This design comes from an exercise in tuning for small area, a short achievable clock period and few clock cycles per item on the open sky130 flow, not from production work. Function was checked by simulation only, so behaviour that the tests miss may differ from the original. Power figures rest on the tool's default switching activity, not on a simulated workload.

`design.v`:
```
module pointer_motion_scaler_unit (
  input  logic               clk,
  input  logic               rst,
  input  logic               ev_valid,
  output logic               ev_ready,
  input  logic               ev_func,
  input  logic [2:0]         ev_event_kind,
  input  logic signed [15:0] ev_motion_value,
  input  logic               ev_sync_flag,
  input  logic [2:0]         ev_action,
  output logic               res_valid,
  input  logic               res_ready,
  output logic signed [15:0] res_scaled_value,
  output logic               res_keep_event
);
  function automatic logic [1:0] q0tab(input logic [6:0] x);
    case (x)
      7'd0: q0tab = 2'd1;
      7'd1: q0tab = 2'd1;
      7'd2: q0tab = 2'd0;
      7'd3: q0tab = 2'd0;
      7'd4: q0tab = 2'd0;
      7'd5: q0tab = 2'd0;
      7'd6: q0tab = 2'd2;
      7'd7: q0tab = 2'd2;
      7'd8: q0tab = 2'd1;
      7'd9: q0tab = 2'd1;
      7'd10: q0tab = 2'd0;
      7'd11: q0tab = 2'd0;
      7'd12: q0tab = 2'd0;
      7'd13: q0tab = 2'd0;
      7'd14: q0tab = 2'd0;
      7'd15: q0tab = 2'd2;
      7'd16: q0tab = 2'd1;
      7'd17: q0tab = 2'd0;
      7'd18: q0tab = 2'd0;
      7'd19: q0tab = 2'd0;
      7'd20: q0tab = 2'd0;
      7'd21: q0tab = 2'd0;
      7'd22: q0tab = 2'd0;
      7'd23: q0tab = 2'd2;
      7'd24: q0tab = 2'd1;
      7'd25: q0tab = 2'd0;
      7'd26: q0tab = 2'd0;
      7'd27: q0tab = 2'd0;
      7'd28: q0tab = 2'd0;
      7'd29: q0tab = 2'd0;
      7'd30: q0tab = 2'd0;
      7'd31: q0tab = 2'd0;
      7'd32: q0tab = 2'd1;
      7'd33: q0tab = 2'd0;
      7'd34: q0tab = 2'd0;
      7'd35: q0tab = 2'd0;
      7'd36: q0tab = 2'd0;
      7'd37: q0tab = 2'd0;
      7'd38: q0tab = 2'd0;
      7'd39: q0tab = 2'd0;
      7'd40: q0tab = 2'd1;
      7'd41: q0tab = 2'd0;
      7'd42: q0tab = 2'd0;
      7'd43: q0tab = 2'd0;
      7'd44: q0tab = 2'd0;
      7'd45: q0tab = 2'd0;
      7'd46: q0tab = 2'd0;
      7'd47: q0tab = 2'd0;
      7'd48: q0tab = 2'd1;
      7'd49: q0tab = 2'd0;
      7'd50: q0tab = 2'd0;
      7'd51: q0tab = 2'd0;
      7'd52: q0tab = 2'd0;
      7'd53: q0tab = 2'd0;
      7'd54: q0tab = 2'd0;
      7'd55: q0tab = 2'd0;
      7'd56: q0tab = 2'd1;
      7'd57: q0tab = 2'd0;
      7'd58: q0tab = 2'd0;
      7'd59: q0tab = 2'd0;
      7'd60: q0tab = 2'd0;
      7'd61: q0tab = 2'd0;
      7'd62: q0tab = 2'd0;
      7'd63: q0tab = 2'd0;
      7'd64: q0tab = 2'd1;
      7'd65: q0tab = 2'd1;
      7'd66: q0tab = 2'd1;
      7'd67: q0tab = 2'd1;
      7'd68: q0tab = 2'd2;
      7'd69: q0tab = 2'd2;
      7'd70: q0tab = 2'd2;
      7'd71: q0tab = 2'd2;
      7'd72: q0tab = 2'd1;
      7'd73: q0tab = 2'd1;
      7'd74: q0tab = 2'd1;
      7'd75: q0tab = 2'd0;
      7'd76: q0tab = 2'd0;
      7'd77: q0tab = 2'd2;
      7'd78: q0tab = 2'd2;
      7'd79: q0tab = 2'd2;
      7'd80: q0tab = 2'd1;
      7'd81: q0tab = 2'd1;
      7'd82: q0tab = 2'd1;
      7'd83: q0tab = 2'd0;
      7'd84: q0tab = 2'd0;
      7'd85: q0tab = 2'd0;
      7'd86: q0tab = 2'd2;
      7'd87: q0tab = 2'd2;
      7'd88: q0tab = 2'd1;
      7'd89: q0tab = 2'd1;
      7'd90: q0tab = 2'd1;
      7'd91: q0tab = 2'd0;
      7'd92: q0tab = 2'd0;
      7'd93: q0tab = 2'd0;
      7'd94: q0tab = 2'd2;
      7'd95: q0tab = 2'd2;
      7'd96: q0tab = 2'd1;
      7'd97: q0tab = 2'd1;
      7'd98: q0tab = 2'd0;
      7'd99: q0tab = 2'd0;
      7'd100: q0tab = 2'd0;
      7'd101: q0tab = 2'd0;
      7'd102: q0tab = 2'd2;
      7'd103: q0tab = 2'd2;
      7'd104: q0tab = 2'd1;
      7'd105: q0tab = 2'd0;
      7'd106: q0tab = 2'd0;
      7'd107: q0tab = 2'd0;
      7'd108: q0tab = 2'd0;
      7'd109: q0tab = 2'd0;
      7'd110: q0tab = 2'd0;
      7'd111: q0tab = 2'd2;
      7'd112: q0tab = 2'd1;
      7'd113: q0tab = 2'd0;
      7'd114: q0tab = 2'd0;
      7'd115: q0tab = 2'd0;
      7'd116: q0tab = 2'd0;
      7'd117: q0tab = 2'd0;
      7'd118: q0tab = 2'd0;
      7'd119: q0tab = 2'd0;
      7'd120: q0tab = 2'd1;
      7'd121: q0tab = 2'd0;
      7'd122: q0tab = 2'd0;
      7'd123: q0tab = 2'd0;
      7'd124: q0tab = 2'd0;
      7'd125: q0tab = 2'd0;
      7'd126: q0tab = 2'd0;
      7'd127: q0tab = 2'd0;
      default: q0tab = 2'd0;
    endcase
  endfunction
  function automatic logic [6:0] hbase(input logic [7:0] x);
    case (x)
      8'd0: hbase = 7'd0;
      8'd1: hbase = 7'd0;
      8'd2: hbase = 7'd0;
      8'd3: hbase = 7'd0;
      8'd4: hbase = 7'd0;
      8'd5: hbase = 7'd0;
      8'd6: hbase = 7'd0;
      8'd7: hbase = 7'd0;
      8'd8: hbase = 7'd0;
      8'd9: hbase = 7'd0;
      8'd10: hbase = 7'd0;
      8'd11: hbase = 7'd0;
      8'd12: hbase = 7'd0;
      8'd13: hbase = 7'd0;
      8'd14: hbase = 7'd0;
      8'd15: hbase = 7'd0;
      8'd16: hbase = 7'd0;
      8'd17: hbase = 7'd0;
      8'd18: hbase = 7'd0;
      8'd19: hbase = 7'd0;
      8'd20: hbase = 7'd0;
      8'd21: hbase = 7'd0;
      8'd22: hbase = 7'd0;
      8'd23: hbase = 7'd0;
      8'd24: hbase = 7'd0;
      8'd25: hbase = 7'd0;
      8'd26: hbase = 7'd0;
      8'd27: hbase = 7'd0;
      8'd28: hbase = 7'd0;
      8'd29: hbase = 7'd0;
      8'd30: hbase = 7'd0;
      8'd31: hbase = 7'd0;
      8'd32: hbase = 7'd1;
      8'd33: hbase = 7'd1;
      8'd34: hbase = 7'd1;
      8'd35: hbase = 7'd1;
      8'd36: hbase = 7'd1;
      8'd37: hbase = 7'd1;
      8'd38: hbase = 7'd1;
      8'd39: hbase = 7'd1;
      8'd40: hbase = 7'd1;
      8'd41: hbase = 7'd1;
      8'd42: hbase = 7'd1;
      8'd43: hbase = 7'd1;
      8'd44: hbase = 7'd1;
      8'd45: hbase = 7'd1;
      8'd46: hbase = 7'd1;
      8'd47: hbase = 7'd1;
      8'd48: hbase = 7'd1;
      8'd49: hbase = 7'd1;
      8'd50: hbase = 7'd1;
      8'd51: hbase = 7'd1;
      8'd52: hbase = 7'd1;
      8'd53: hbase = 7'd1;
      8'd54: hbase = 7'd1;
      8'd55: hbase = 7'd1;
      8'd56: hbase = 7'd1;
      8'd57: hbase = 7'd1;
      8'd58: hbase = 7'd1;
      8'd59: hbase = 7'd1;
      8'd60: hbase = 7'd1;
      8'd61: hbase = 7'd1;
      8'd62: hbase = 7'd1;
      8'd63: hbase = 7'd1;
      8'd64: hbase = 7'd0;
      8'd65: hbase = 7'd0;
      8'd66: hbase = 7'd0;
      8'd67: hbase = 7'd0;
      8'd68: hbase = 7'd123;
      8'd69: hbase = 7'd123;
      8'd70: hbase = 7'd123;
      8'd71: hbase = 7'd123;
      8'd72: hbase = 7'd118;
      8'd73: hbase = 7'd118;
      8'd74: hbase = 7'd118;
      8'd75: hbase = 7'd118;
      8'd76: hbase = 7'd113;
      8'd77: hbase = 7'd113;
      8'd78: hbase = 7'd113;
      8'd79: hbase = 7'd113;
      8'd80: hbase = 7'd108;
      8'd81: hbase = 7'd108;
      8'd82: hbase = 7'd108;
      8'd83: hbase = 7'd108;
      8'd84: hbase = 7'd0;
      8'd85: hbase = 7'd0;
      8'd86: hbase = 7'd0;
      8'd87: hbase = 7'd0;
      8'd88: hbase = 7'd0;
      8'd89: hbase = 7'd0;
      8'd90: hbase = 7'd0;
      8'd91: hbase = 7'd0;
      8'd92: hbase = 7'd0;
      8'd93: hbase = 7'd0;
      8'd94: hbase = 7'd0;
      8'd95: hbase = 7'd0;
      8'd96: hbase = 7'd1;
      8'd97: hbase = 7'd1;
      8'd98: hbase = 7'd1;
      8'd99: hbase = 7'd1;
      8'd100: hbase = 7'd6;
      8'd101: hbase = 7'd6;
      8'd102: hbase = 7'd6;
      8'd103: hbase = 7'd6;
      8'd104: hbase = 7'd11;
      8'd105: hbase = 7'd11;
      8'd106: hbase = 7'd11;
      8'd107: hbase = 7'd11;
      8'd108: hbase = 7'd16;
      8'd109: hbase = 7'd16;
      8'd110: hbase = 7'd16;
      8'd111: hbase = 7'd16;
      8'd112: hbase = 7'd21;
      8'd113: hbase = 7'd21;
      8'd114: hbase = 7'd21;
      8'd115: hbase = 7'd21;
      8'd116: hbase = 7'd1;
      8'd117: hbase = 7'd1;
      8'd118: hbase = 7'd1;
      8'd119: hbase = 7'd1;
      8'd120: hbase = 7'd1;
      8'd121: hbase = 7'd1;
      8'd122: hbase = 7'd1;
      8'd123: hbase = 7'd1;
      8'd124: hbase = 7'd1;
      8'd125: hbase = 7'd1;
      8'd126: hbase = 7'd1;
      8'd127: hbase = 7'd1;
      8'd128: hbase = 7'd0;
      8'd129: hbase = 7'd0;
      8'd130: hbase = 7'd0;
      8'd131: hbase = 7'd0;
      8'd132: hbase = 7'd125;
      8'd133: hbase = 7'd125;
      8'd134: hbase = 7'd125;
      8'd135: hbase = 7'd125;
      8'd136: hbase = 7'd122;
      8'd137: hbase = 7'd122;
      8'd138: hbase = 7'd122;
      8'd139: hbase = 7'd122;
      8'd140: hbase = 7'd119;
      8'd141: hbase = 7'd119;
      8'd142: hbase = 7'd119;
      8'd143: hbase = 7'd119;
      8'd144: hbase = 7'd116;
      8'd145: hbase = 7'd116;
      8'd146: hbase = 7'd116;
      8'd147: hbase = 7'd116;
      8'd148: hbase = 7'd0;
      8'd149: hbase = 7'd0;
      8'd150: hbase = 7'd0;
      8'd151: hbase = 7'd0;
      8'd152: hbase = 7'd0;
      8'd153: hbase = 7'd0;
      8'd154: hbase = 7'd0;
      8'd155: hbase = 7'd0;
      8'd156: hbase = 7'd0;
      8'd157: hbase = 7'd0;
      8'd158: hbase = 7'd0;
      8'd159: hbase = 7'd0;
      8'd160: hbase = 7'd1;
      8'd161: hbase = 7'd1;
      8'd162: hbase = 7'd1;
      8'd163: hbase = 7'd1;
      8'd164: hbase = 7'd4;
      8'd165: hbase = 7'd4;
      8'd166: hbase = 7'd4;
      8'd167: hbase = 7'd4;
      8'd168: hbase = 7'd7;
      8'd169: hbase = 7'd7;
      8'd170: hbase = 7'd7;
      8'd171: hbase = 7'd7;
      8'd172: hbase = 7'd10;
      8'd173: hbase = 7'd10;
      8'd174: hbase = 7'd10;
      8'd175: hbase = 7'd10;
      8'd176: hbase = 7'd13;
      8'd177: hbase = 7'd13;
      8'd178: hbase = 7'd13;
      8'd179: hbase = 7'd13;
      8'd180: hbase = 7'd1;
      8'd181: hbase = 7'd1;
      8'd182: hbase = 7'd1;
      8'd183: hbase = 7'd1;
      8'd184: hbase = 7'd1;
      8'd185: hbase = 7'd1;
      8'd186: hbase = 7'd1;
      8'd187: hbase = 7'd1;
      8'd188: hbase = 7'd1;
      8'd189: hbase = 7'd1;
      8'd190: hbase = 7'd1;
      8'd191: hbase = 7'd1;
      8'd192: hbase = 7'd0;
      8'd193: hbase = 7'd0;
      8'd194: hbase = 7'd127;
      8'd195: hbase = 7'd126;
      8'd196: hbase = 7'd125;
      8'd197: hbase = 7'd125;
      8'd198: hbase = 7'd124;
      8'd199: hbase = 7'd123;
      8'd200: hbase = 7'd122;
      8'd201: hbase = 7'd122;
      8'd202: hbase = 7'd121;
      8'd203: hbase = 7'd120;
      8'd204: hbase = 7'd119;
      8'd205: hbase = 7'd119;
      8'd206: hbase = 7'd118;
      8'd207: hbase = 7'd117;
      8'd208: hbase = 7'd116;
      8'd209: hbase = 7'd116;
      8'd210: hbase = 7'd115;
      8'd211: hbase = 7'd114;
      8'd212: hbase = 7'd0;
      8'd213: hbase = 7'd0;
      8'd214: hbase = 7'd127;
      8'd215: hbase = 7'd126;
      8'd216: hbase = 7'd0;
      8'd217: hbase = 7'd0;
      8'd218: hbase = 7'd127;
      8'd219: hbase = 7'd126;
      8'd220: hbase = 7'd0;
      8'd221: hbase = 7'd0;
      8'd222: hbase = 7'd127;
      8'd223: hbase = 7'd126;
      8'd224: hbase = 7'd1;
      8'd225: hbase = 7'd1;
      8'd226: hbase = 7'd2;
      8'd227: hbase = 7'd3;
      8'd228: hbase = 7'd4;
      8'd229: hbase = 7'd4;
      8'd230: hbase = 7'd5;
      8'd231: hbase = 7'd6;
      8'd232: hbase = 7'd7;
      8'd233: hbase = 7'd7;
      8'd234: hbase = 7'd8;
      8'd235: hbase = 7'd9;
      8'd236: hbase = 7'd10;
      8'd237: hbase = 7'd10;
      8'd238: hbase = 7'd11;
      8'd239: hbase = 7'd12;
      8'd240: hbase = 7'd13;
      8'd241: hbase = 7'd13;
      8'd242: hbase = 7'd14;
      8'd243: hbase = 7'd15;
      8'd244: hbase = 7'd1;
      8'd245: hbase = 7'd1;
      8'd246: hbase = 7'd2;
      8'd247: hbase = 7'd3;
      8'd248: hbase = 7'd1;
      8'd249: hbase = 7'd1;
      8'd250: hbase = 7'd2;
      8'd251: hbase = 7'd3;
      8'd252: hbase = 7'd1;
      8'd253: hbase = 7'd1;
      8'd254: hbase = 7'd2;
      8'd255: hbase = 7'd3;
      default: hbase = 7'd0;
    endcase
  endfunction
  function automatic logic [7:0] m15(input logic [5:0] x);
    m15[0] = x == 6'd0 || x == 6'd3 || x == 6'd6 || x == 6'd9 || x == 6'd12 || x == 6'd15 || x == 6'd18 || x == 6'd21 || x == 6'd24 || x == 6'd27 || x == 6'd30 || x == 6'd33 || x == 6'd36 || x == 6'd39 || x == 6'd42 || x == 6'd45 || x == 6'd48 || x == 6'd51 || x == 6'd54 || x == 6'd57 || x == 6'd60 || x == 6'd63;
    m15[1] = x == 6'd1 || x == 6'd4 || x == 6'd7 || x == 6'd10 || x == 6'd13 || x == 6'd16 || x == 6'd19 || x == 6'd22 || x == 6'd25 || x == 6'd28 || x == 6'd31 || x == 6'd34 || x == 6'd37 || x == 6'd40 || x == 6'd43 || x == 6'd46 || x == 6'd49 || x == 6'd52 || x == 6'd55 || x == 6'd58 || x == 6'd61;
    m15[2] = x == 6'd2 || x == 6'd5 || x == 6'd8 || x == 6'd11 || x == 6'd14 || x == 6'd17 || x == 6'd20 || x == 6'd23 || x == 6'd26 || x == 6'd29 || x == 6'd32 || x == 6'd35 || x == 6'd38 || x == 6'd41 || x == 6'd44 || x == 6'd47 || x == 6'd50 || x == 6'd53 || x == 6'd56 || x == 6'd59 || x == 6'd62;
    m15[3] = x == 6'd0 || x == 6'd5 || x == 6'd10 || x == 6'd15 || x == 6'd20 || x == 6'd25 || x == 6'd30 || x == 6'd35 || x == 6'd40 || x == 6'd45 || x == 6'd50 || x == 6'd55 || x == 6'd60;
    m15[4] = x == 6'd1 || x == 6'd6 || x == 6'd11 || x == 6'd16 || x == 6'd21 || x == 6'd26 || x == 6'd31 || x == 6'd36 || x == 6'd41 || x == 6'd46 || x == 6'd51 || x == 6'd56 || x == 6'd61;
    m15[5] = x == 6'd2 || x == 6'd7 || x == 6'd12 || x == 6'd17 || x == 6'd22 || x == 6'd27 || x == 6'd32 || x == 6'd37 || x == 6'd42 || x == 6'd47 || x == 6'd52 || x == 6'd57 || x == 6'd62;
    m15[6] = x == 6'd3 || x == 6'd8 || x == 6'd13 || x == 6'd18 || x == 6'd23 || x == 6'd28 || x == 6'd33 || x == 6'd38 || x == 6'd43 || x == 6'd48 || x == 6'd53 || x == 6'd58 || x == 6'd63;
    m15[7] = x == 6'd4 || x == 6'd9 || x == 6'd14 || x == 6'd19 || x == 6'd24 || x == 6'd29 || x == 6'd34 || x == 6'd39 || x == 6'd44 || x == 6'd49 || x == 6'd54 || x == 6'd59;
  endfunction
  function automatic logic [2:0] oh3d(input logic [1:0] x);    
    oh3d = {x == 2'd2, x == 2'd1, x == 2'd0 || x == 2'd3};
  endfunction
  function automatic logic [2:0] add3oh(input logic [2:0] a, input logic [2:0] b);
    add3oh[0] = (a[0] & b[0]) | (a[1] & b[2]) | (a[2] & b[1]);
    add3oh[1] = (a[0] & b[1]) | (a[1] & b[0]) | (a[2] & b[2]);
    add3oh[2] = (a[0] & b[2]) | (a[2] & b[0]) | (a[1] & b[1]);
  endfunction
  function automatic logic [4:0] oh5n(input logic [3:0] x);    
    oh5n[0] = x == 4'd0 || x == 4'd5 || x == 4'd10 || x == 4'd15;
    oh5n[1] = x == 4'd1 || x == 4'd6 || x == 4'd11;
    oh5n[2] = x == 4'd2 || x == 4'd7 || x == 4'd12;
    oh5n[3] = x == 4'd3 || x == 4'd8 || x == 4'd13;
    oh5n[4] = x == 4'd4 || x == 4'd9 || x == 4'd14;
  endfunction
  function automatic logic [4:0] add5oh(input logic [4:0] a, input logic [4:0] b);
    for (int j = 0; j < 5; j++) begin
      add5oh[j] = 1'b0;
      for (int i = 0; i < 5; i++) add5oh[j] = add5oh[j] | (a[i] & b[(j - i + 5) % 5]);
    end
  endfunction
  logic [2:0]  mouse_level, scroll_level;
  logic        inv_h, inv_v;
  logic [1:0]  clow0, clow1, clow2, clow3;
  logic [2:0]  cdig2, cdig3;    
  logic        csgn0, csgn1, csgn2, csgn3;
  localparam logic [1:0] D1 = 2'd0, D3 = 2'd1, D5 = 2'd2, D20 = 2'd3;
  logic               r_valid, r_evt, r_kf, r_scale, r_sig, r_q0z, r_q0m1;
  logic [5:0]         r_ns;
  logic [3:0]         r_msel;   
  logic               r_lneg;   
  logic               r_clrm, r_clrs;
  logic [1:0]         r_axis, r_k, r_dcl;
  logic signed [15:0] r_v;
  logic              m_valid;
  logic [17:0]       m_a1;
  logic [6:0]        m_h;
  logic              m_d1, m_sig, m_kf;
  logic              o_valid;
  logic signed [15:0] o_value;
  logic              o_keep;
  logic o_free, r_adv, r_ld, accept, accept1;
  logic full_m, full_r, full_p;
  logic o_valid_d, m_valid_d, r_valid_d;
  assign o_free   = res_ready || !o_valid;
  assign r_adv    = res_ready || !full_m;
  assign ev_ready = res_ready || !full_p;
  assign r_ld     = res_ready || !full_r;
  assign accept   = ev_valid && ev_ready;
  always_comb begin
    r_valid_d = r_ld ? accept : r_valid;
    m_valid_d = r_adv ? (r_valid && r_evt) : m_valid;
    o_valid_d = o_free ? m_valid : o_valid;
  end
  always_ff @(posedge clk) begin
    if (rst) begin
      full_m <= 1'b0;
      full_r <= 1'b0;
      full_p <= 1'b0;
    end else begin
      full_m <= o_valid_d && m_valid_d;
      full_r <= o_valid_d && m_valid_d && r_valid_d;
      full_p <= m_valid_d;
    end
  end
  assign accept1  = r_valid && r_adv;
  logic       scale0, wheel0, sig0;
  logic [3:0] code;
  logic [1:0] k0, dcl0;
  logic [3:0] msel0;
  logic       lneg0;
  logic [1:0] qt;
  always_comb begin
    scale0 = !ev_event_kind[2];
    wheel0 = scale0 && ev_event_kind[1];
    sig0   = wheel0 && (ev_event_kind[0] ? inv_v : inv_h);
    if (!scale0)      code = 4'd2;
    else if (!wheel0) code = {1'b0, mouse_level};
    else              code = {1'b1, scroll_level};
    case (code)
      4'd0:    begin k0 = 2'd1; dcl0 = D1;  msel0 = 4'd1;  lneg0 = 1'b0; end  
      4'd1:    begin k0 = 2'd2; dcl0 = D1;  msel0 = 4'd2;  lneg0 = 1'b1; end  
      4'd2:    begin k0 = 2'd0; dcl0 = D1;  msel0 = 4'd3;  lneg0 = 1'b0; end  
      4'd3:    begin k0 = 2'd2; dcl0 = D1;  msel0 = 4'd4;  lneg0 = 1'b0; end  
      4'd4:    begin k0 = 2'd1; dcl0 = D1;  msel0 = 4'd5;  lneg0 = 1'b0; end  
      4'd5:    begin k0 = 2'd2; dcl0 = D1;  msel0 = 4'd6;  lneg0 = 1'b1; end  
      4'd8:    begin k0 = 2'd2; dcl0 = D1;  msel0 = 4'd0;  lneg0 = 1'b0; end  
      4'd9:    begin k0 = 2'd0; dcl0 = D3;  msel0 = 4'd9;  lneg0 = 1'b0; end  
      4'd10:   begin k0 = 2'd2; dcl0 = D20; msel0 = 4'd10; lneg0 = 1'b1; end  
      4'd11:   begin k0 = 2'd0; dcl0 = D5;  msel0 = 4'd11; lneg0 = 1'b0; end  
      4'd12:   begin k0 = 2'd1; dcl0 = D1;  msel0 = 4'd1;  lneg0 = 1'b0; end  
      4'd13:   begin k0 = 2'd0; dcl0 = D1;  msel0 = 4'd3;  lneg0 = 1'b0; end  
      4'd15:   begin k0 = 2'd0; dcl0 = D1;  msel0 = 4'd8;  lneg0 = 1'b0; end  
      default: begin k0 = 2'd0; dcl0 = D1;  msel0 = 4'd7;  lneg0 = 1'b0; end  
    endcase
    qt = q0tab({code, ev_motion_value[2:0]});
  end
  logic [5:0] ns0;
  assign ns0 = 6'(ev_motion_value[3:0]) + 6'(ev_motion_value[7:4]) + 6'(ev_motion_value[11:8]) +
               6'(ev_motion_value[14:12]) + 6'({3{ev_motion_value[15]}});
  always_ff @(posedge clk) begin
    if (rst) begin
      mouse_level  <= 3'd4;
      scroll_level <= 3'd2;
      inv_h        <= 1'b0;
      inv_v        <= 1'b0;
    end else if (accept && ev_func) begin
      case (ev_action)
        3'd0: inv_v <= !inv_v;
        3'd1: inv_h <= !inv_h;
        3'd2: if (mouse_level != 3'd6) mouse_level <= mouse_level + 3'd1;
        3'd3: if (mouse_level != 3'd0) mouse_level <= mouse_level - 3'd1;
        3'd4: if (scroll_level != 3'd7) scroll_level <= scroll_level + 3'd1;
        3'd5: if (scroll_level != 3'd0) scroll_level <= scroll_level - 3'd1;
        default: ;
      endcase
    end
  end
  always_ff @(posedge clk) begin
    if (rst) r_valid <= 1'b0;
    else if (r_ld) r_valid <= accept;
    if (r_ld) begin
      r_evt   <= !ev_func;
      r_clrm  <= ev_func && (ev_action == 3'd2 || ev_action == 3'd3);
      r_clrs  <= ev_func && (ev_action == 3'd4 || ev_action == 3'd5);
      r_kf    <= !scale0 || ev_sync_flag;
      r_scale <= scale0;
      r_sig   <= sig0;
      r_axis  <= ev_event_kind[1:0];
      r_k     <= k0;
      r_dcl   <= dcl0;
      r_msel  <= msel0;
      r_lneg  <= lneg0;
      r_ns    <= ns0;
      r_q0z   <= (ev_motion_value[15:3] == 13'd0) && qt[0];
      r_q0m1  <= (ev_motion_value[15:3] == {13{1'b1}}) && qt[1];
      r_v     <= ev_motion_value;
    end
  end
  logic signed [15:0] v;
  logic [1:0]  k, dcl;
  logic        chain, sig, nu;
  assign v     = r_v;
  assign k     = r_k;
  assign dcl   = r_dcl;
  assign chain = (dcl != D1);
  assign sig   = r_sig;
  assign nu    = sig ^ chain;
  logic signed [21:0] vx, x1, x2, x3, prod;
  logic [17:0] z;
  assign vx = 22'(v);
  always_comb begin
    x1 = vx; x2 = '0; x3 = '0;
    case (r_msel)
      4'd0:  ;                                           
      4'd1:  x1 = vx <<< 1;                              
      4'd2:  x2 = vx <<< 1;                              
      4'd3:  x1 = vx <<< 2;                              
      4'd4:  x2 = vx <<< 2;                              
      4'd5:  begin x1 = vx <<< 1; x2 = vx <<< 2; end     
      4'd6:  begin x1 = vx <<< 3; x2 = ~vx; end          
      4'd7:  x1 = vx <<< 3;                              
      4'd8:  begin x1 = vx <<< 2; x2 = vx <<< 3; end     
      4'd9:  begin x1 = vx <<< 2; x3 = vx <<< 4; end     
      4'd10: begin x2 = vx <<< 2; x3 = vx <<< 4; end     
      default: begin x1 = vx <<< 3; x3 = vx <<< 4; end   
    endcase
    prod = x1 + x2 + x3 + 22'(r_msel == 4'd6);
    z    = prod[19:2];
  end
  logic [4:0] r, u5;
  logic [2:0] rb;
  logic [1:0] low, l;
  logic [7:0] m15v;
  logic [2:0] r_v3;
  logic [4:0] r_v5;
  always_comb begin
    m15v = m15(r_ns);
    r_v3 = m15v[2:0];
    r_v5 = m15v[7:3];
    u5 = {r_v5[3], r_v5[1], r_v5[4], r_v5[2], r_v5[0]};    
    case (dcl)
      D3:  r = {2'b00, r_v3};
      D5:  r = {r_v5[2], r_v5[4], r_v5[1], r_v5[3], r_v5[0]};    
      D20: case (l)                                               
             2'd0:    r = u5;
             2'd1:    r = {u5[3:0], u5[4]};
             2'd2:    r = {u5[2:0], u5[4:3]};
             default: r = {u5[1:0], u5[4:2]};
           endcase
      default: r = 5'b00001;
    endcase
  end
  assign rb  = {r[4], r[3] | r[2], r[3] | r[1]};
  assign low = r_lneg ? {v[1] ^ v[0], v[0]} : v[1:0];
  assign l   = {v[1] ^ v[0], v[0]};
  logic q0z, q0m1, q0m2;
  assign q0z  = r_q0z;
  assign q0m1 = r_q0m1;
  assign q0m2 = v[15] && !r_q0m1;
  logic [1:0] clow;
  logic [4:0] cdig;
  logic       csgn;
  logic [2:0] ls;
  logic [1:0] nlow;
  logic       k1;
  logic [4:0] cd5, s5;
  logic [2:0] cd3, s3;
  logic [4:0] ndig;
  logic [2:0] ndigb;
  logic       w5, w3, wrap, nz, nneg, nsg;
  always_comb begin
    case (r_axis)
      2'd0:    begin clow = clow0; cdig = 5'b00001; csgn = csgn0; end
      2'd1:    begin clow = clow1; cdig = 5'b00001; csgn = csgn1; end
      2'd2:    begin clow = clow2; cdig = 5'b00001 << cdig2; csgn = csgn2; end
      default: begin clow = clow3; cdig = 5'b00001 << cdig3; csgn = csgn3; end
    endcase
    ls = 3'(low) + 3'(clow);
    case (k)
      2'd1:    begin k1 = low[0] & clow[0]; nlow = {1'b0, low[0] ^ clow[0]}; end
      2'd2:    begin k1 = ls[2]; nlow = ls[1:0]; end
      default: begin k1 = 1'b0;  nlow = 2'd0; end
    endcase
    cd5 = k1 ? {cdig[3:0], cdig[4]} : cdig;
    s5  = add5oh(r, cd5);
    w5  = (k1 & cdig[4]);
    for (int i = 0; i < 5; i++)
      for (int m = 0; m < 5; m++)
        if (i + m >= 5) w5 = w5 | (r[i] & cd5[m]);
    cd3 = k1 ? {cdig[1:0], cdig[2]} : cdig[2:0];
    s3  = add3oh(r[2:0], cd3);
    w3  = (k1 & cdig[2]) | (r[1] & cd3[2]) | (r[2] & cd3[1]) | (r[2] & cd3[2]);
    case (dcl)
      D3:      begin ndig = {2'b00, s3}; wrap = w3; end
      D5, D20: begin ndig = s5;          wrap = w5; end
      default: begin ndig = 5'b00001;    wrap = k1; end
    endcase
    ndigb = {ndig[4], ndig[3] | ndig[2], ndig[3] | ndig[1]};
    nz   = (nlow != 2'd0) || !ndig[0];
    nneg = q0m2 || (q0m1 && !(wrap && !csgn)) || (q0z && csgn && !wrap);
    nsg  = nneg && nz;
  end
  logic [6:0] hb;
  logic [5:0] st;
  logic       am1, ap1, ap2;
  always_comb begin
    hb  = r_scale ? hbase({dcl, nu, rb, l}) : 7'd0;
    am1 = r_scale && !wrap && csgn && !nsg;
    ap2 = r_scale && wrap && !csgn && nsg;
    ap1 = r_scale && ((wrap || nsg) && !csgn && !ap2 || (wrap && csgn && nsg));
    case ({chain, nu})
      2'b00:   st = am1 ? -6'sd1  : ap1 ?  6'sd1  : ap2 ?  6'sd2  : 6'sd0;
      2'b01:   st = am1 ?  6'sd1  : ap1 ? -6'sd1  : ap2 ? -6'sd2  : 6'sd0;
      2'b10:   st = am1 ? -6'sd15 : ap1 ?  6'sd15 : ap2 ?  6'sd30 : 6'sd0;
      default: st = am1 ?  6'sd15 : ap1 ? -6'sd15 : ap2 ? -6'sd30 : 6'sd0;
    endcase
  end
  always_ff @(posedge clk) begin
    if (rst) begin
      clow0 <= '0; clow1 <= '0; clow2 <= '0; clow3 <= '0;
      cdig2 <= 3'd0; cdig3 <= 3'd0;
      csgn0 <= 1'b0; csgn1 <= 1'b0; csgn2 <= 1'b0; csgn3 <= 1'b0;
    end else if (accept1) begin
      if (r_clrm) begin
        clow0 <= '0; clow1 <= '0; csgn0 <= 1'b0; csgn1 <= 1'b0;
      end
      if (r_clrs) begin
        clow2 <= '0; clow3 <= '0; csgn2 <= 1'b0; csgn3 <= 1'b0;
        cdig2 <= 3'd0; cdig3 <= 3'd0;
      end
      if (r_evt && r_scale) begin
        case (r_axis)
          2'd0: begin clow0 <= nlow; csgn0 <= nsg; end
          2'd1: begin clow1 <= nlow; csgn1 <= nsg; end
          2'd2: begin clow2 <= nlow; cdig2 <= ndigb; csgn2 <= nsg; end
          default: begin clow3 <= nlow; cdig3 <= ndigb; csgn3 <= nsg; end
        endcase
      end
    end
  end
  always_ff @(posedge clk) begin
    if (rst) m_valid <= 1'b0;
    else if (r_adv) m_valid <= r_valid && r_evt;
    if (r_adv) begin
      m_a1   <= z ^ {18{nu}};
      m_h    <= hb + {st[5], st};
      m_d1   <= !chain;
      m_sig  <= sig;
      m_kf   <= r_kf;
    end
  end
  logic [17:0] sa;
  logic [14:0] sb;
  logic signed [15:0] ys;
  always_comb begin
    sa = m_a1 + {{11{m_h[6]}}, m_h};
    sb = sa[14:0] + (sa[14:0] << 4);
    if (!sa[17] && sa[16:15] != 2'b00)       ys = 16'sh7fff;
    else if (sa[17] && sa[16:15] != 2'b11)   ys = m_sig ? 16'sh8001 : 16'sh8000;
    else if (m_sig && sa[15:0] == 16'h8000)  ys = 16'sh8001;
    else                                     ys = sa[15:0];
  end
  logic [14:0] sc;
  logic signed [15:0] yc;
  logic        yz;
  always_comb begin
    sc = sb + (sb << 8);
    yc = m_d1 ? ys : {sc[14], sc};
    yz = (sa[14:0] == 15'd0) && (!m_d1 || sa[17:15] == 3'd0);
  end
  always_ff @(posedge clk) begin
    if (rst) o_valid <= 1'b0;
    else if (o_free) o_valid <= m_valid;
    if (o_free) begin
      o_value <= yc;
      o_keep  <= m_kf || !yz;
    end
  end
  assign res_valid        = o_valid;
  assign res_scaled_value = o_value;
  assign res_keep_event   = o_keep;
endmodule
```
`run.sh`:
```
#!/bin/bash
# synth_recipe.tcl (not shown) runs the flow's synth.tcl, then flattens the netlist and writes it again
# the make line also repeats each setting of config.mk as NAME=value (left out here)
make -C /OpenROAD-flow-scripts/flow DESIGN_CONFIG=/design/flow/config.mk WORK_HOME=/design/flow/orfs CLKGATE_MAP_FILE= SYNTH_SCRIPT=/design/flow/synth_recipe.tcl finish
```
`constraint.sdc`:
```
create_clock -name core_clock -period 10.0 [get_ports {clk}]
set_input_delay 2.0000 -clock core_clock [delete_from_list [all_inputs] [get_ports {clk}]]
set_output_delay 2.0000 -clock core_clock [all_outputs]
set_load 0.01 [all_outputs]
```
`config.mk`:
```
export PLATFORM = sky130hd
export DESIGN_NAME = pointer_motion_scaler_unit
export DESIGN_NICKNAME = pointer_motion_scaler_unit
export VERILOG_FILES = /design/flow/design.v
export SDC_FILE = /design/flow/constraint.sdc
export NUM_CORES = 4
export LEC_CHECK = 0
export ABC_AREA = 1
export CAP_MARGIN = 20
export CORE_MARGIN = 2
export CORE_UTILIZATION = 60
export CTS_BUF_LIST = sky130_fd_sc_hd__clkbuf_8
export SETUP_SLACK_MARGIN = 5
export SLEW_MARGIN = 20
```
==> results.cfg, run 1 <==
[pwr]
p_total_mw = 4.34
switching_share_pct = 49.5
p_int_mw = 2.19
power_density_mw_per_mm2 = 334
comb_power_share_pct = 70.2
power.static_leakage_nw = 6.16
power_frac_seq_pct = 18.2
p_clk_share_pct = 11.6
peakVddDrop_uv = 376
p_sw_mw = 2.15

[finish]
postLayoutCellArea_sq_mm = 0.0130
diodes = 0
area_growth_pct = 13.0
drive_above_1_share_pct = 8.87
mostFrequentLayoutCell = nand2_1
most-common-layout-cells = nand2_1 (365), inv_1 (219), nor2_1 (111), a21oi_1 (96), ha_1 (96)
final_util_pct = 69.3
final_nets = 1780
fin_cells = 1869

[sta]
finalClockSkew_ns = 0.0128
max-slew-margin-rel_pct = 28.5
fin_setup_tns_ns = 0
slew_violations = 0
rsz0062_at_grt = true
period_needed_ns = 4.88
fmax_mhz = 205
setup_viol = 0
finalCritPeriodShare_pct = 48.8
max_slew.worst_pin.slew_ns = 1.07
hold_violations = 0

[setup_path]
worstSetupStartpoint = ev_motion_value[9]
cp-endpoint = r_ns[5]$_DFFE_PN_
r2r_slack_ns = 5.22
cp.arrival_ns = 5.08
worstSetupPathType = in -> reg
end_kind = register
worst_ep_required_time_ns = 10.20
cp-start-kind = primary input
rr_startpoint = r_axis[0]$_DFFE_PN_
r2r_end = m_h[5]$_DFFE_PN_
reg2reg_depth = 29
path_max_fanout = 4

[clock_tree]
cts_buffers = 17
htree_levels = 4
clkLatencyLatePin_ns = 0.46
clk_pin_slew_ns = 0.08
cts_buffer_depth = 2
cts_tree = done
cts_sinks = 117
cts-root-buf = clkbuf_8
cts_hold_buffers = 0

[place]
placed_cells = 1811
place_area_sq_mm = 0.0121
dp_hpwl_um = 22200
io_buffers = 46
gp_congestion = 0.958

[drt]
avgRoutedWirePerCell_um = 15.7
drt_iter0_markers = 1184
postRouteAntennaNets = 0
via_per_inst = 5.83
drc = 0
drt_wl_total_um = 29400
vias = 10903
firstDrtPassIters = 6

[synth]
synth_seq_cells = 117
synth_warnings = 1
yosysSeqAreaShare_pct = 27.9
syn-num-nets = 1722
synth_edf_count = 86
synth-main-ff-cell = edfxtp_1
async_flop_share_pct = 0
ys_types = 56
syn_area_per_cell_sq_um = 7.34
syn-instance-count = 1564
syn-cell-area_sq_mm = 0.0115

[global_route]
grtUsageTotal_pct = 29.6
grt_pass1_wl_um = 48200
overflow = 0
grt_pass1_vias = 10120
grt_max_degree = 43
antenna_found_initial = 0

[die]
io-pin-count = 47
die_w_um = 142
die_area_sq_mm = 0.0202
die_h_um = 142
initial_utilization_pct = 61.3
fp-row-count = 50
coreArea_sq_mm = 0.0187

[min_path]
hold_path_class = reg -> reg

[outcome]
status = finished clean

[job]
maxCapViolations = 0
[cell families (layout without fill, tap and decap cells)]
family | after synthesis | after routing | synth area share (%)
AO/OA/AOI/OAI | 317 | 317 | 16.7
XOR/XNOR | 79 | 79 | 6.03
adder cells (fa/ha/maj) | 130 | 130 | 16.3
buffers and inverters | 272 | 343 | 9.17
flip-flops | 117 | 117 | 27.9
multiplexers | 1 | 1 | 0.0873
AND/OR/NAND/NOR | 648 | 648 | 23.8
[cell usage after synthesis (6+ instances only)]
library cell  number  share of area [%]
nand2_1          371                 12
inv_1            225                7.4
nor2_1           118                3.9
a21oi_1           98                4.3
ha_1              98                 11
o21ai_0           88                3.8
edfxtp_1          86                 23
nand3_1           80                3.5
xor2_1            51                3.9
fa_1              32                5.6
dfxtp_1           31                5.4
xnor2_1           28                2.1
clkbuf_1          24               0.79
a22oi_1           20                1.3
nor3_1            19               0.83
o211ai_1          19                1.2
o22ai_1           19                1.0
nand4_1           18               0.98
a221oi_1          15                1.1
a31oi_1           12               0.65
nand2_2           12               0.65
inv_2              9               0.29
nor4_1             7               0.38
or2_2              7               0.38
nor2_2             6               0.33
[worst min-delay path by stage]
| stage | startpoint | endpoint | slack (ns) | cells past startpoint |
|---|---|---|---|---|
| floorplan | r_kf$_DFFE_PN_ | m_kf$_DFFE_PN_ | 0.40 | 0 |
| global placement | clow2[0]$_SDFFE_PP0P_ | clow2[0]$_SDFFE_PP0P_ | 0.45 | 2 |
| detailed placement | clow2[0]$_SDFFE_PP0P_ | clow2[0]$_SDFFE_PP0P_ | 0.45 | 2 |
| CTS | clow2[0]$_SDFFE_PP0P_ | clow2[0]$_SDFFE_PP0P_ | 0.46 | 2 |
| global route | clow1[0]$_SDFFE_PP0P_ | clow1[0]$_SDFFE_PP0P_ | 0.49 | 2 |
| finish | clow2[0]$_SDFFE_PP0P_ | clow2[0]$_SDFFE_PP0P_ | 0.47 | 2 |
[stage by stage]
stage | hold slack, ns | worst slack (ns)
after floorplan | 0.400 | 5.22
after global placement | 0.448 | 4.64
after detailed placement | 0.450 | 4.44
after CTS | 0.463 | 4.91
after global routing | 0.491 | 4.92
final | 0.466 | 5.12
[state kept, by name, summed over array words and instances (netlist names), 3 cells and up]
name,flops
cdig2,3
cdig3,3
m_a1,18
m_h,7
mouse_level,3
o_value,16
r_msel,4
r_ns,6
r_v,16
scroll_level,3
[final cells by class]
cell class,count,area (sq um)
inverters,235,896
clock inverters,14,195
fillers,1551,5740
clock buffers,18,248
multi-input cells,1175,7450
flip-flops and latches,117,3200
repair buffers,76,687
well taps,234,293
[power groups by stage]
stage          clock, mW  sequential (mW)  combinational (mW)
4_1_cts            0.511            0.786                2.91
6_report           0.503            0.789                3.04
2_1_floorplan          0            0.783                2.23
3_5_place_dp           0            0.798                2.89
3_3_place_gp           0            0.796                2.84
5_1_grt            0.530            0.802                3.40
[timing repair]
action	CTS	global route
endpoints found under the setup margin	6	11
gates resized for setup	7	57
pin swaps	0	11
buffers inserted	3	23
[routing by layer]
| metal | share of wire [%] | global-route usage, % |
|---|---|---|
| met1 | 42 | 38.4 |
| met3 | 7.7 | 4.21 |
| met5 | 0 | 0 |
| met4 | 3.5 | 13.2 |
| met2 | 47 | 49.4 |
[critical path: stages]
cell	delay (ns)
clkdlybuf4s50_1	0.59
fa_1	0.49
fa_1	0.52
inv_1	0.05
fa_1	0.43
inv_1	0.06
ha_1	0.17
inv_1	0.06
fa_1	0.39
o21ai_0	0.21
xor2_1	0.09
Testbench counts, summed over its fixed seeds: cycles 8,012, items 8,000.
==> run 2: changes to the inputs <==
--- a/config.mk
+++ b/config.mk
@@ -8,7 +8,7 @@
 export ABC_AREA = 1
 export CAP_MARGIN = 20
 export CORE_MARGIN = 2
-export CORE_UTILIZATION = 60
+export CORE_UTILIZATION = 25
 export CTS_BUF_LIST = sky130_fd_sc_hd__clkbuf_8
 export SETUP_SLACK_MARGIN = 5
 export SLEW_MARGIN = 20
==> run 2 against run 1 <==
  * Count of clock-buffer cells in the layout is 1 higher
  * Final area is 3.0% higher
  * Sequential power shrank 1%
  * Critical path type unchanged
  * Synthesized cell count unchanged
  * Die area grew 140%
  * Flip-flop and latch count unchanged
  * Critical endpoint unchanged
  * Cell count rose by 20%
  * Largest cell class unchanged
==> results.cfg, run 2 <==
[global_route]
grt_pass1_wl_um = 49000
overflow = 0
antenna_found_initial = 0
grtUsageTotal_pct = 12.6
grt_pass1_vias = 9869
grt_max_degree = 43

[drt]
drc = 0
postRouteAntennaNets = 0
vias = 10669
drt_iter0_markers = 912
via_per_inst = 4.77
firstDrtPassIters = 5
avgRoutedWirePerCell_um = 13.3
drt_wl_total_um = 29700

[die]
fp-row-count = 78
die_w_um = 218
die_area_sq_mm = 0.0476
initial_utilization_pct = 25.3
io-pin-count = 47
die_h_um = 218
coreArea_sq_mm = 0.0454

[clock_tree]
htree_levels = 4
cts_sinks = 117
cts_buffer_depth = 2
clkLatencyLatePin_ns = 0.48
cts_tree = done
cts-root-buf = clkbuf_8
clk_pin_slew_ns = 0.08
cts_buffers = 17
cts_hold_buffers = 0

[min_path]
hold_path_class = reg -> reg

[finish]
area_growth_pct = 16.4
final_nets = 1782
most-common-layout-cells = nand2_1 (365), inv_1 (221), nor2_1 (113), ha_1 (97), a21oi_1 (96)
drive_above_1_share_pct = 8.55
diodes = 0
largest_reg_flops = 18
regMostFlops = m_a1
mostFrequentLayoutCell = nand2_1
reg_top3 = m_a1: 18 flops, o_value: 16 flops, r_v: 16 flops

[setup_path]
cp.arrival_ns = 5.13
worst_ep_required_time_ns = 10.23
end_kind = register
path_max_fanout = 6
slowest_delay_ns = 0.56
crit_top_cell = fa_1
cp-start-kind = primary input
worstSetupPathType = in -> reg
crit_chain = clkdlybuf4s50_1 > fa_1 > fa_1 > inv_1 > fa_1 > inv_1 > ha_1 > inv_1 > fa_1 > o21ai_0 > xor2_1
slowest_stage = clkdlybuf4s50_1

[synth]
ys_top_cells_by_count = nand2_1 (371), inv_1 (225), nor2_1 (118), a21oi_1 (98), ha_1 (98)
synth_area_leader_cell = edfxtp_1
yosysSeqAreaShare_pct = 27.9
ys_types = 56
synth-main-ff-cell = edfxtp_1
synth_most_common_cell = nand2_1
synth_top_area_share_pct = 22.5
synth_edf_count = 86
syn-instance-count = 1564
syn_area_per_cell_sq_um = 7.34
synth_seq_cells = 117
async_flop_share_pct = 0
synth_warnings = 1
syn-cell-area_sq_mm = 0.0115
synth_area_leaders = edfxtp_1 (23%), nand2_1 (12%), ha_1 (11%), inv_1 (7.4%), fa_1 (5.6%)
syn-num-nets = 1722

[pwr]
power.static_leakage_nw = 6.13
power_density_mw_per_mm2 = 317
peakVddDrop_uv = 283
p_total_mw = 4.23

[sta]
finalCritPeriodShare_pct = 49.0
slew_violations = 0
rsz0062_at_grt = true
hold_violations = 0
period_needed_ns = 4.90
fin_setup_tns_ns = 0
finalClockSkew_ns = 0.0198
max_slew.worst_pin.slew_ns = 1.04
setup_viol = 0
fmax_mhz = 204
max-slew-margin-rel_pct = 30.7

[place]
gp_congestion = 0.959
dp_hpwl_um = 23300
io_buffers = 46

[job]
maxCapViolations = 0

[outcome]
status = finished clean
-- run 2: changes by cell type in the layout (fill, tap and decap cells not counted), sizes merged --
cell           previous run  this run
inv                     240       238
bufinv                    4         3
dlymetal6s2s              1         0
clkdlybuf4s50            44        45
buf                      30        32
clkinv                    2         4
clkbuf                   18        19
-- run 2: final cells by class --
class | count | area [sq um]
fill | 4897 | 32000
multi-input combinational | 1175 | 7390
sequential | 117 | 3200
inverter | 235 | 895
tap | 600 | 751
timing repair buffer | 78 | 699
clock buffer | 19 | 262
clock inverter | 13 | 153
-- run 2: timing repair --
item / in CTS / in global routing
cloned: 0 / 0
buffers inserted: 3 / 25
gates resized for setup: 8 / 44
endpoints found under the setup margin: 6 / 11
pin swaps: 0 / 11
-- run 2: worst paths after layout --
path                                             from                    end  slack (ns)  cells after the start
worst max register to register    r_axis[0]$_DFFE_PN_       m_h[5]$_DFFE_PN_        5.32                     28
worst min register to register  clow3[0]$_SDFFE_PP0P_  clow3[0]$_SDFFE_PP0P_        0.46                      2
worst min-delay path            clow3[0]$_SDFFE_PP0P_  clow3[0]$_SDFFE_PP0P_        0.46                      2
worst max-delay path               ev_motion_value[1]      r_ns[5]$_DFFE_PN_        5.10                     11
-- run 2: where the power goes --
group          leakage (nW)  internal (mW)  total [mW]  switching (mW)
clock                 0.216          0.258       0.466           0.208
sequential             1.18          0.709       0.779          0.0698
combinational          4.74           1.21        2.99            1.78
-- run 2: cells by family after synthesis --
logic type	Yosys count	share of synthesized area [%]
AOI/OAI and AO/OA	317	16.7
xor gates and xnor gates	79	6.03
adders and majority gates	130	16.3
buffers and inverters	272	9.17
DFF	117	27.9
muxes	1	0.0873
and+or+nand+nor	648	23.8
-- run 2: critical path: cells and delay by family --
kind            cells  cell delay, ns
fa+ha+maj           5            2.07
xor+xnor            1            0.10
buf+inv             4            0.73
compound gates      1            0.23
-- run 2: per-layer routing --
layer	GRT usage [%]	share of wire (%)	vias up
met1	17.4	48	4894
met4	4.10	2.0	0
li1	-	-	5376
met2	19.8	44	353
met5	0	0	-
met3	2.25	5.5	46
-- run 2: per-stage QoR --
stage	utilization, %	worst slack, ns	cells	hold WS, ns	instance area (sq um)
after floorplan	-	5.22	1564	0.400	11500
after global placement	27.6	4.59	2177	0.453	12500
after detailed placement	27.6	4.43	2177	0.455	12500
after CTS	28.7	4.90	2212	0.466	13000
after global routing	29.4	4.96	2237	0.489	13400
final	29.4	5.10	2237	0.464	13400
==> run 3: changes to the inputs <==
--- a/config.mk
+++ b/config.mk
@@ -8,7 +8,8 @@
 export ABC_AREA = 1
 export CAP_MARGIN = 20
 export CORE_MARGIN = 2
-export CORE_UTILIZATION = 25
+export CORE_UTILIZATION = 40
 export CTS_BUF_LIST = sky130_fd_sc_hd__clkbuf_8
+export PLACE_DENSITY = 0.5
 export SETUP_SLACK_MARGIN = 5
 export SLEW_MARGIN = 20
==> run 3 against run 2 <==
  * Final area barely moved
  * Worst setup slack better by 0.028 ns
  * Via count is 0.52% higher
  * Highest routed layer unchanged
  * Flip-flop and latch count is the same
  * Count of clock-buffer cells in the layout is 2 lower
  * Critical path type is now in -> out
  * Combinational power up 4%
==> results.cfg, run 3 <==
[setup_path]
crit_chain = clkdlybuf4s50_1 > inv_1 > nand2_1 > dlygate4sd2_1
crit_family = buffers and inverters
slowest_delay_ns = 0.39
worstSetupStartpoint = res_ready
rr_startpoint = r_axis[0]$_DFFE_PN_
path_max_fanout = 4
path_buf_inv = 3
end_kind = primary output
slowest_stage = clkdlybuf4s50_1
cp.arrival_ns = 2.87
r2r_end = m_h[5]$_DFFE_PN_
worst_ep_required_time_ns = 8.00
r2r_slack_ns = 5.29
cp-endpoint = ev_ready
reg2reg_depth = 31
cp_num_cells = 4
worstSetupPathType = in -> out
cp-start-kind = primary input

[global_route]
grt_pass1_wl_um = 52100
antenna_found_initial = 0
grt_max_degree = 43
grtUsageTotal_pct = 21.4
overflow = 0
grt_pass1_vias = 10168

[synth]
synth_area_leaders = edfxtp_1 (23%), nand2_1 (12%), ha_1 (11%), inv_1 (7.4%), fa_1 (5.6%)
syn_area_per_cell_sq_um = 7.34
async_flop_share_pct = 0
ys_types = 56
synth_seq_cells = 117
syn-instance-count = 1564
synth-main-ff-cell = edfxtp_1
synth_warnings = 1
synth_top_area_share_pct = 22.5
synth_most_common_cell = nand2_1
yosysSeqAreaShare_pct = 27.9
ys_top_cells_by_count = nand2_1 (371), inv_1 (225), nor2_1 (118), a21oi_1 (98), ha_1 (98)
synth_edf_count = 86
syn-num-nets = 1722
syn-cell-area_sq_mm = 0.0115
synth_area_leader_cell = edfxtp_1

[sta]
fmax_mhz = 205
max_slew.worst_pin.slew_ns = 0.994
fin_setup_tns_ns = 0
finalClockSkew_ns = 0.0212
hold_violations = 0
setup_viol = 0
max-slew-margin-rel_pct = 33.5
period_needed_ns = 4.87
finalCritPeriodShare_pct = 48.7
slew_violations = 0
rsz0062_at_grt = true
worst_slack_ns = 5.13

[pwr]
p_sw_mw = 2.18
p_int_mw = 2.18
power_frac_seq_pct = 18.1
peakVddDrop_uv = 366
power.static_leakage_nw = 6.24
power_density_mw_per_mm2 = 327
comb_power_share_pct = 71.2
p_clk_share_pct = 10.7
switching_share_pct = 50.1

[clock_tree]
cts-root-buf = clkbuf_8
cts_tree = done
clk_pin_slew_ns = 0.08
cts_hold_buffers = 0
cts_buffer_depth = 2
cts_sinks = 117
cts_buffers = 17
htree_levels = 4
clkLatencyLatePin_ns = 0.46

[place]
dp_hpwl_um = 24800
gp_congestion = 0.901
place_area_sq_mm = 0.0123
io_buffers = 46
dp_slack_ns = 4.42

[die]
initial_utilization_pct = 41.0
die_w_um = 173
die_h_um = 173
coreArea_sq_mm = 0.0280
io-pin-count = 47
die_area_sq_mm = 0.0301
fp-row-count = 61

[drt]
drt_iter0_markers = 903
vias = 10724
firstDrtPassIters = 5
postRouteAntennaNets = 0
drt_wl_total_um = 32600
via_per_inst = 5.29
drc = 0
avgRoutedWirePerCell_um = 16.1

[job]
maxCapViolations = 0

[finish]
area_growth_pct = 16.3
final_nets = 1794
postLayoutCellArea_sq_mm = 0.0133
diodes = 0
drive_above_1_share_pct = 10.9
reg_top3 = m_a1: 18 flops, o_value: 16 flops, r_v: 16 flops
fillers = 2865
largest_reg_flops = 18
regMostFlops = m_a1
most-common-layout-cells = nand2_1 (359), inv_1 (218), nor2_1 (106), ha_1 (96), a21oi_1 (94)
mostFrequentLayoutCell = nand2_1

[min_path]
hold_path_class = reg -> reg

[outcome]
status = finished clean
-- run 3: cell counts after synthesis --
Identical to the previous run, type by type.
-- run 3: worst min-delay path by stage --
stage	from	end	slack [ns]	cells after the start
5_1_grt	csgn3$_SDFFE_PP0P_	csgn3$_SDFFE_PP0P_	0.49	2
3_3_place_gp	clow3[1]$_SDFFE_PP0P_	clow3[1]$_SDFFE_PP0P_	0.45	2
2_1_floorplan	r_kf$_DFFE_PN_	m_kf$_DFFE_PN_	0.40	0
6_report	csgn3$_SDFFE_PP0P_	csgn3$_SDFFE_PP0P_	0.47	2
4_1_cts	csgn3$_SDFFE_PP0P_	csgn3$_SDFFE_PP0P_	0.47	2
3_5_place_dp	csgn3$_SDFFE_PP0P_	csgn3$_SDFFE_PP0P_	0.46	2
-- run 3: area by class of cell --
cell class / instances / area, sq um / area share (%)
Multi-Input combinational cell: 1175 / 7540 / 56.5
Clock inverter: 15 / 173 / 1.29
Clock buffer: 17 / 234 / 1.75
Inverter: 235 / 910 / 6.81
Timing Repair Buffer: 90 / 812 / 6.08
Tap cell: 378 / 473 / 3.54
Sequential cell: 117 / 3200 / 24.0
-- run 3: routing by layer --
| metal | vias to the layer above | global-route usage [%] | wire (um) |
|---|---|---|---|
| li1 | 5405 | - | - |
| met1 | 5015 | 28.6 | 15100 |
| met2 | 252 | 35.9 | 15400 |
| met3 | 52 | 2.94 | 1250 |
| met4 | 0 | 6.81 | 841 |
| met5 | - | 0 | 0 |
-- run 3: worst min-delay path: cells and delay by family (launching register included) --
family,cells,cell delay [ns]
AO/OA/AOI/OAI,1,0.05
flip-flops,1,0.32
AND/OR/NAND/NOR,1,0.06
-- run 3: power groups by stage --
stage	sequential (mW)	clock [mW]	combinational (mW)
after global placement	0.800	0	2.91
after global routing	0.802	0.502	3.53
after CTS	0.789	0.481	2.93
after detailed placement	0.801	0	2.90
final	0.788	0.468	3.10
after floorplan	0.783	0	2.23
-- run 3: kinds of logic (layout without fill, tap and decap cells) --
group,Yosys count,in the layout,synth area share (%)
XOR/XNOR,79,79,6.03
flip-flops,117,117,27.9
buffers and inverters,272,357,9.17
adder cells (fa/ha/maj),130,130,16.3
AND/OR/NAND/NOR,648,648,23.8
AO/OA/AOI/OAI,317,317,16.7
multiplexers,1,1,0.0873
-- run 3: through the flow --
step                hold slack [ns]  total power [mW]  instances  util (%)
floorplan                     0.400              3.02       1564         -
global placement              0.453              3.71       1955      43.8
detailed placement            0.460              3.70       1955      43.8
global route                  0.495              4.84       2027      47.7
CTS                           0.473              4.20       1991      45.4
finish                        0.474              4.36       2027      47.7
-- run 3: what timing repair did --
action                     in CTS  in global routing
setup endpoints to repair       8                 11
buffers inserted                4                 34
gates cloned                    0                  1
pin swaps                       0                 28
gates resized for setup        11                 87
==> run 4: changes to the inputs <==
--- a/config.mk
+++ b/config.mk
@@ -10,6 +10,7 @@
 export CORE_MARGIN = 2
 export CORE_UTILIZATION = 40
 export CTS_BUF_LIST = sky130_fd_sc_hd__clkbuf_8
-export PLACE_DENSITY = 0.5
+export GPL_ROUTABILITY_DRIVEN = 0
+export GPL_TIMING_DRIVEN = 1
 export SETUP_SLACK_MARGIN = 5
 export SLEW_MARGIN = 20
==> run 4 against run 3 <==
  * Still clean
  * Utilization is 0.64 points lower
  * Wire length is 7.3% lower
  * Global-route usage is 1.4 points lower
  * Worst setup slack hardly changed
  * First-iteration DRC count is 25% higher
  * Flip-flop and latch count stayed put
  * Final area is 1.3% lower
  * Critical endpoint unchanged
  * Largest cell class unchanged
==> results.cfg, run 4 <==
[finish]
mostFrequentLayoutCell = nand2_1
largest_reg_flops = 18
final_nets = 1787
regMostFlops = m_a1
final_util_pct = 47.0
fillers = 2816
drive_above_1_share_pct = 9.56
fin_cells = 2020
area_growth_pct = 14.8
postLayoutCellArea_sq_mm = 0.0132
diodes = 0
reg_top3 = m_a1: 18 flops, o_value: 16 flops, r_v: 16 flops
most-common-layout-cells = nand2_1 (363), inv_1 (219), nor2_1 (110), ha_1 (96), a21oi_1 (95)

[clock_tree]
clkLatencyLatePin_ns = 0.46
cts_buffer_depth = 2
cts_sinks = 117
cts-root-buf = clkbuf_8
cts_buffers = 17
clk_pin_slew_ns = 0.09
cts_tree = done
htree_levels = 4
cts_hold_buffers = 0

[synth]
synth-main-ff-cell = edfxtp_1
synth_area_leaders = edfxtp_1 (23%), nand2_1 (12%), ha_1 (11%), inv_1 (7.4%), fa_1 (5.6%)
synth_area_leader_cell = edfxtp_1
syn_area_per_cell_sq_um = 7.34
syn-num-nets = 1722
syn-cell-area_sq_mm = 0.0115
synth_edf_count = 86
synth_top_area_share_pct = 22.5
ys_types = 56
syn-instance-count = 1564
synth_warnings = 1
synth_most_common_cell = nand2_1
yosysSeqAreaShare_pct = 27.9
async_flop_share_pct = 0
ys_top_cells_by_count = nand2_1 (371), inv_1 (225), nor2_1 (118), a21oi_1 (98), ha_1 (98)
synth_seq_cells = 117

[global_route]
grt_pass1_vias = 10281
antenna_found_initial = 0
grt_max_degree = 43
grtUsageTotal_pct = 20.0
grt_pass1_wl_um = 49600
overflow = 0

[setup_path]
worstSetupStartpoint = res_ready
reg2reg_depth = 26
cp.arrival_ns = 2.87
r2r_end = o_value[15]$_DFFE_PN_
cp-start-kind = primary input
end_kind = primary output
path_max_fanout = 4
worst_ep_required_time_ns = 8.00
worstSetupPathType = in -> out
r2r_slack_ns = 5.25
rr_startpoint = m_a1[0]$_DFFE_PN_

[sta]
fin_setup_tns_ns = 0
finalClockSkew_ns = 0.0205
setup_viol = 0
worst_slack_ns = 5.13
whs_ns = 0.473
rsz0062_at_grt = true
hold_violations = 0
max_slew.worst_pin.slew_ns = 1.03
fmax_mhz = 205
period_needed_ns = 4.87
finalCritPeriodShare_pct = 48.7
max-slew-margin-rel_pct = 30.8
slew_violations = 0

[outcome]
status = finished clean

[drt]
via_per_inst = 5.33
drt_wl_total_um = 30200
postRouteAntennaNets = 0
drc = 0
drt_iter0_markers = 1125
avgRoutedWirePerCell_um = 15.0
vias = 10773
firstDrtPassIters = 6

[die]
coreArea_sq_mm = 0.0280
initial_utilization_pct = 41.0
die_area_sq_mm = 0.0301
die_h_um = 173
fp-row-count = 61
io-pin-count = 47
die_w_um = 173

[min_path]
min_from = clow2[1]$_SDFFE_PP0P_
hold_end = clow2[1]$_SDFFE_PP0P_
whs_path_depth = 2
hold_path_class = reg -> reg

[place]
place_area_sq_mm = 0.0123
dp_hpwl_um = 23000
dp_slack_ns = 4.46
io_buffers = 46
placed_cells = 1955

[job]
maxCapViolations = 0

[pwr]
p_total_mw = 4.31
power.static_leakage_nw = 6.18
p_clk_share_pct = 11.3
power_frac_seq_pct = 18.3
p_int_mw = 2.18
peakVddDrop_uv = 280
power_density_mw_per_mm2 = 327
switching_share_pct = 49.5
p_sw_mw = 2.13
comb_power_share_pct = 70.4
run 4: cell types whose count changed in the layout (fill, tap and decap cells not counted), sizes merged:
cell / before / now
bufinv: 2 / 3
clkinvlp: 4 / 3
buf: 43 / 36
clkdlybuf4s15: 1 / 0
nor2: 127 / 128
run 4: cell type report:
type                            count  area, sq um  area share, %
Multi-Input combinational cell   1176         7430           56.4
Sequential cell                   117         3200           24.3
Inverter                          235          896           6.80
Timing Repair Buffer               82          736           5.59
Tap cell                          378          473           3.59
Clock buffer                       17          234           1.78
Clock inverter                     15          194           1.47
run 4: repair_timing:
item	CTS	global route
buffers inserted	3	29
setup endpoints to repair	7	12
pin swaps	1	14
cloned	0	1
gates resized for setup	8	58
run 4: worst max-delay path by stage:
stage	slack (ns)	end	cells past startpoint
final	5.13	ev_ready	4
after global routing	4.91	m_a1[17]$_DFFE_PN_	27
after CTS	4.94	m_h[5]$_DFFE_PN_	27
after detailed placement	4.46	m_h[5]$_DFFE_PN_	28
after global placement	4.63	r_ns[5]$_DFFE_PN_	11
after floorplan	5.22	m_h[5]$_DFFE_PN_	28
run 4: logic make-up after synthesis:
group | after synthesis | share of synthesized area (%)
muxes | 1 | 0.0873
buffers and inverters | 272 | 9.17
xor gates and xnor gates | 79 | 6.03
DFF | 117 | 27.9
and+or+nand+nor | 648 | 23.8
adders and majority gates | 130 | 16.3
AOI/OAI and AO/OA | 317 | 16.7
run 4: power by group through the flow:
stage,sequential [mW],clock (mW),combinational [mW]
after floorplan,0.783,0,2.23
after global placement,0.792,0,2.83
after detailed placement,0.796,0,2.87
after CTS,0.784,0.495,2.89
after global routing,0.801,0.516,3.45
final,0.788,0.487,3.03
run 4: routing by layer:
metal / wire (um) / share of wire (%) / GRT usage [%]
met2: 14400 / 48 / 34.4
met1: 13400 / 44 / 25.3
met3: 1550 / 5.1 / 2.92
met4: 886 / 2.9 / 7.52
met5: 0 / 0 / 0
run 4: worst max-delay path: stages:
cell and delay, ns:
clkdlybuf4s50_1 0.40, inv_1 0.11, nand2_1 0.07, dlygate4sd2_1 0.28
==> run 5: changes to the inputs <==
--- a/config.mk
+++ b/config.mk
@@ -10,7 +10,6 @@
 export CORE_MARGIN = 2
 export CORE_UTILIZATION = 40
 export CTS_BUF_LIST = sky130_fd_sc_hd__clkbuf_8
-export GPL_ROUTABILITY_DRIVEN = 0
-export GPL_TIMING_DRIVEN = 1
+export CTS_CLUSTER_SIZE = 30
 export SETUP_SLACK_MARGIN = 5
 export SLEW_MARGIN = 20
==> run 5 against run 4 <==
  * Worst setup slack worse by 0.0023 ns
  * Largest cell class unchanged
  * Total power shrank 0.82%
  * Still clean
  * Flip-flop and latch count unchanged
  * Non-clock buffer count fell by 9
  * Cell count fell by 0.50%
  * Global-route usage is 0.22 points lower
  * Area after synthesis did not move
  * Wire length fell by 1.0%
  * First-iteration DRC count shrank 7.6%
  * Fmax about the same
==> results.cfg, run 5 <==
[outcome]
status = finished clean

[place]
dp_slack_ns = 4.49
gp_congestion = 0.892
placed_cells = 1955
dp_hpwl_um = 23100
io_buffers = 46
place_area_sq_mm = 0.0123

[synth]
synth_area_leader_cell = edfxtp_1
synth_top_area_share_pct = 22.5
yosysSeqAreaShare_pct = 27.9
async_flop_share_pct = 0
ys_top_cells_by_count = nand2_1 (371), inv_1 (225), nor2_1 (118), a21oi_1 (98), ha_1 (98)
synth_most_common_cell = nand2_1
syn_area_per_cell_sq_um = 7.34
synth_warnings = 1
syn-instance-count = 1564
syn-cell-area_sq_mm = 0.0115
synth_seq_cells = 117
syn-num-nets = 1722
synth-main-ff-cell = edfxtp_1
ys_types = 56
synth_edf_count = 86
synth_area_leaders = edfxtp_1 (23%), nand2_1 (12%), ha_1 (11%), inv_1 (7.4%), fa_1 (5.6%)

[finish]
postLayoutCellArea_sq_mm = 0.0130
largest_reg_flops = 18
final_util_pct = 46.5
most-common-layout-cells = nand2_1 (365), inv_1 (223), nor2_1 (112), ha_1 (97), a21oi_1 (95)
fillers = 2836
area_growth_pct = 13.7
fin_cells = 2010
mostFrequentLayoutCell = nand2_1
drive_above_1_share_pct = 8.46
regMostFlops = m_a1
reg_top3 = m_a1: 18 flops, o_value: 16 flops, r_v: 16 flops
diodes = 0
final_nets = 1777

[global_route]
grt_pass1_vias = 10096
overflow = 0
grt_max_degree = 43
grtUsageTotal_pct = 19.8
antenna_found_initial = 0
grt_pass1_wl_um = 49100

[drt]
route.met2.wl_um = 14100
drt_iter0_markers = 1039
avgRoutedWirePerCell_um = 14.9
drc = 0
via_per_inst = 5.30
postRouteAntennaNets = 0
firstDrtPassIters = 6
wl_met3_um = 1390
vias = 10662
drt_wl_total_um = 29900
top_layer_used = met4
wl_met1_um = 13800

[die]
fp-row-count = 61
coreArea_sq_mm = 0.0280
die_h_um = 173
io-pin-count = 47
die_area_sq_mm = 0.0301
die_w_um = 173
initial_utilization_pct = 41.0

[clock_tree]
cts_tree = done
cts_buffers = 17
clk_pin_slew_ns = 0.07
cts_buffer_depth = 2
clkLatencyLatePin_ns = 0.44
cts_hold_buffers = 0
cts-root-buf = clkbuf_8
htree_levels = 4
cts_sinks = 117

[sta]
finalClockSkew_ns = 0.0206
whs_ns = 0.464
slew_violations = 0
hold_violations = 0
finalCritPeriodShare_pct = 48.8
period_needed_ns = 4.88
max-slew-margin-rel_pct = 30.2
rsz0062_at_grt = true
worst_slack_ns = 5.12
max_slew.worst_pin.slew_ns = 1.04
fmax_mhz = 205
setup_viol = 0
fin_setup_tns_ns = 0

[setup_path]
path_max_fanout = 4
cp.arrival_ns = 2.88
worst_ep_required_time_ns = 8.00
worstSetupPathType = in -> out
end_kind = primary output
cp-start-kind = primary input

[pwr]
power_density_mw_per_mm2 = 328
peakVddDrop_uv = 294
power.static_leakage_nw = 6.13
p_total_mw = 4.27

[job]
maxCapViolations = 0

[min_path]
hold_path_class = reg -> reg
## run 5: worst paths after layout
check | start | endpoint | slack [ns] | depth (start not counted)
min reg2reg | clow2[0]$_SDFFE_PP0P_ | clow2[0]$_SDFFE_PP0P_ | 0.46 | 2
max | res_ready | ev_ready | 5.12 | 4
max reg2reg | r_v[0]$_DFFE_PN_ | m_h[5]$_DFFE_PN_ | 5.31 | 28
min | clow2[0]$_SDFFE_PP0P_ | clow2[0]$_SDFFE_PP0P_ | 0.46 | 2
## run 5: repair_timing
item                       CTS  global route
buffers inserted             5            18
gates resized for setup      8            53
cloned                       0             0
setup endpoints to repair    7            12
pin swaps                    0             5
## run 5: kinds of logic (layout without fill, tap and decap cells)
| logic type | count (synthesis) | count (layout) | synth area share [%] |
|---|---|---|---|
| flops | 117 | 117 | 27.9 |
| simple gates | 648 | 648 | 23.8 |
| buf+inv | 272 | 340 | 9.17 |
| mux | 1 | 1 | 0.0873 |
| fa+ha+maj | 130 | 130 | 16.3 |
| xor+xnor | 79 | 79 | 6.03 |
| compound gates | 317 | 317 | 16.7 |
## run 5: routing by layer
metal | vias to the layer above | GRT usage [%]
li1 | 5384 | -
met1 | 4925 | 26.2
met2 | 309 | 33.2
met3 | 44 | 2.79
met4 | 0 | 6.39
met5 | - | 0
## run 5: worst max-delay path: stages
cell             delay, ns
clkdlybuf4s50_1       0.40
inv_1                 0.12
nand2_1               0.08
dlygate4sd2_1         0.28
## run 5: cell type report
type,count,area [sq um],area share [%]
multi-input cells,1175,7420,56.9
flip-flops and latches,117,3200,24.6
inverters,235,901,6.91
repair buffers,73,664,5.10
well taps,378,473,3.63
clock buffers,19,262,2.01
clock inverters,13,116,0.892
## run 5: power breakdown
part           leakage, nW  internal (mW)  switching [mW]
clock                0.217          0.230           0.204
combinational         4.74           1.23            1.83
sequential            1.18          0.709          0.0692

==> static timing again, ports no longer ideal <==
In the flow no input, the clock included, has a driving cell. The finished layouts below were timed again as built, in two steps.
Step 1 sets driving cells, clkbuf_16 on the clock port and buf_2 on the other inputs (assumed; they add their load-dependent delay and slew).
Step 2 times the ports against the registers' clock, not the clock port: input delays grow and output delays shrink by t, the midpoint of the rising clock arrivals with the driver on.
Slacks: no drivers / after step 1 / after step 2; pairs: no drivers / after step 1.
| run | t, ns | setup WS [ns] |
|---|---|---|
| run 1 | 0.494 | 5.120 / 5.104 / 4.645 |
| run 2 | 0.523 | 5.097 / 5.088 / 4.600 |
| run 3 | 0.492 | 5.126 / 5.098 / 4.727 |
| run 4 | 0.499 | 5.126 / 5.099 / 4.683 |
| run 5 | 0.476 | 5.123 / 5.097 / 4.710 |
After both steps every run listed still meets setup and hold.
